What follows belongs to an exercise in optimizing a design on an open flow for small area, a short achievable clock period and few clock cycles; a production flow would make more cautious choices.
Function was checked by simulation only, so behaviour that the tests miss may differ from the original.

// julia_worker
module julia_worker (
	input  logic               tb_clk,
	input  logic               rst,
	input  logic               start,
	input  logic [19:0]        pixel,   
	input  logic [43:0]        c,       
	input  logic               mc_busy,
	output logic               ready,
	output logic               done,
	output logic [63:0]        result   
);
	logic        busy;
	logic        load;
	logic        escaped;
	logic        finish;
	logic [7:0]  count;
	logic [19:0] pix_q;
	logic [12:0] ur, ui, nur, nui, ur0, ui0;
	logic        sr, si, nsr, nsi, sr0, si0;
	logic [14:0] cre, cim, cre0, cim0;
	logic [27:0] z_seen;
	logic        periodic;
	jw_control u_control (
		.tb_clk  (tb_clk),
		.rst     (rst),
		.start   (start),
		.mc_busy (mc_busy),
		.finish  (finish),
		.ready   (ready),
		.done    (done),
		.busy    (busy),
		.load    (load)
	);
	iter_counter u_counter (
		.tb_clk   (tb_clk),
		.load     (load),
		.step     (busy & ~escaped),
		.periodic (busy & periodic),
		.count    (count)
	);
	always_ff @(posedge tb_clk) begin
		if (count[3:0] == 4'd0) begin
			z_seen <= {ur, sr, ui, si};
		end
	end
	assign periodic = (count != 8'd0) & ({ur, sr, ui, si} == z_seen);
  ...
Size in the first run: roughly 130 I/O pins, ~21000 um^2 of cells after synthesis.
==> flow/config.mk <==
export PLATFORM = sky130hd
export DESIGN_NAME = julia_worker
export DESIGN_NICKNAME = julia_worker
export VERILOG_FILES = /design/flow/design.v
export SDC_FILE = /design/flow/constraint.sdc
export NUM_CORES = 4
export LEC_CHECK = 0
export CAP_MARGIN = 60
export CORE_MARGIN = 2
export CORE_UTILIZATION = 40
export SLEW_MARGIN = 60
==> flow/constraint.sdc <==
create_clock -name core_clock -period 14.0 [get_ports {tb_clk}]
set_input_delay 2.8000 -clock core_clock [delete_from_list [all_inputs] [get_ports {tb_clk}]]
set_output_delay 2.8000 -clock core_clock [all_outputs]
set_load 0.01 [all_outputs]
run.sh (not shown) runs the stock make flow with config.mk's settings and CLKGATE_MAP_FILE= SYNTH_SCRIPT=/design/flow/synth_recipe.tcl, a recipe that flattens the netlist after the stock synthesis.
The starting point ran to the end with no violations.
Testbench counts at the start, summed over its fixed seeds: cycles 104,985.
Change:
Settings changed: CAP_MARGIN 60 to 20, SLEW_MARGIN 60 to 20.
=>
- flip-flop and latch count is unchanged
- wire length stays flat
- utilization came out lower by 0.17 points
- die area stays the same
- sequential share of layout area barely changes

* * *

julia_worker, a different RTL version from the one above (not shown whole).
Size in the first run: about 1,800 cells after synthesis, about 130 I/O pins.
make LEC_CHECK=0 CAP_MARGIN=60 CORE_MARGIN=2 CORE_UTILIZATION=45 SLEW_MARGIN=60 SYNTH_HIERARCHICAL=1 SYNTH_MINIMUM_KEEP_SIZE=0 finish   # period 14.0 ns
Testbench counts at the start, summed over its fixed seeds: cycles 102,903.
==> next run, changes <==
Settings changed: CORE_UTILIZATION 45 to 35.
Final area is higher by about 1.2%.
First-iteration DRC count is lower by 4.5%.
Utilization is lower by 11 points.
Flip-flop and latch count stays the same.

* * *

== harbor ==
julia_worker, a different RTL version from the one above (not shown whole).
Size in the first run: ~130 I/O pins, about 19000 µm² of cells after synthesis.
clock: 14.0 ns
lec_check: 0
cap_margin: 75
core_margin: 2
core_utilization: 40
slew_margin: 75
synth_hierarchical: 1
synth_minimum_keep_size: 0
Testbench counts of harbor, summed over its fixed seeds: cycles 102,383.
Input changes introduced in yarrow (baseline for comparison: harbor):
Settings: a change of CAP_MARGIN from 75 to 45; a change of SLEW_MARGIN from 75 to 45.
Results
yarrow ends up with a met2 routing resource usage after global routing that is 0.27 points lower than in harbor.
Summary of the comparison: number of nets in the final layout is lower in yarrow, relative to harbor.
Diff harbor -> yarrow | count of clock-buffer cells in the layout | decrease of about 5%
In yarrow, the fraction of layout cells with a size suffix above 1 came out 2.5 points below the value in harbor.
The biggest fanout along the worst timing path in harbor is 0.55 times that in yarrow.
Summary — via count, yarrow relative to harbor: lower, by about 0.5%.
Count of antenna-violating nets left after detailed routing came out exactly the same in harbor and yarrow.
In yarrow, the final period demand of the worst path came out 0.15 ns above the value in harbor.
Sort harbor and yarrow by fraction of the cycle the final worst path needs, descending, and yarrow comes first.

* * *

RTL: one of the versions met above, not the one the previous note started from.
Size: roughly 1800 cells after synthesis, about 160 flip-flops, about 130 I/O pins.
==> flow/design.v (excerpt) <==
module julia_worker (
	input  logic               tb_clk,
	input  logic               rst,
	input  logic               start,
	input  logic [19:0]        pixel,   
	input  logic [43:0]        c,       
	input  logic               mc_busy,
	output logic               ready,
	output logic               done,
	output logic [63:0]        result   
);
clock: 14.0 ns
lec_check: 0
cap_margin: 50
core_margin: 2
core_utilization: 40
slew_margin: 50
synth_hierarchical: 1
synth_minimum_keep_size: 0
Testbench counts at the start, summed over its fixed seeds: cycles 102,903.
Then changed:
CAP_MARGIN = 60   (was 50)
SLEW_MARGIN = 60   (was 50)
Wire length rose by 0.38%.
Count of clock-buffer cells in the layout fell by 2.
Hold slack stays flat.
First-iteration DRC count grows by 4.8%.
Clock skew barely changes.

## re-timing with driven ports
How much do the figures lean on ideal ports? The routed layouts below were timed once more, with nothing changed but the port constraints.
Step 1, drivers: a clkbuf_16 drives tb_clk and a buf_2 each remaining input, both assumed.
Step 2, shift: input delay + t, output delay - t, t = (earliest + latest rising clock arrival at the registers) / 2. This alone moves slack from input paths to output paths.
Slacks: ideal ports / drivers / drivers and shift; pairs: ideal ports / drivers.
| run | t (ns) | slack for setup (ns) | clock arrival spread, ns |
|---|---|---|---|
| the first run of note 1 | 0.494 | 6.913 / 6.913 / 6.913 | 0.021 / 0.022 |
| the second run of note 1 | 0.492 | 6.446 / 6.446 / 6.446 | 0.016 / 0.016 |
| the first run of note 2 | 0.516 | 7.913 / 7.861 / 7.923 | 0.017 / 0.017 |
| the second run of note 2 | 0.526 | 7.961 / 7.961 / 7.961 | 0.023 / 0.023 |
| harbor | 0.497 | 7.665 / 7.617 / 7.893 | 0.017 / 0.017 |
| yarrow | 0.493 | 7.517 / 7.468 / 7.812 | 0.022 / 0.022 |
| the first run of note 4 | 0.516 | 7.826 / 7.801 / 7.826 | 0.012 / 0.012 |
| the second run of note 4 | 0.514 | 7.963 / 7.963 / 7.963 | 0.012 / 0.011 |
After both steps setup and hold are still met in every run listed.
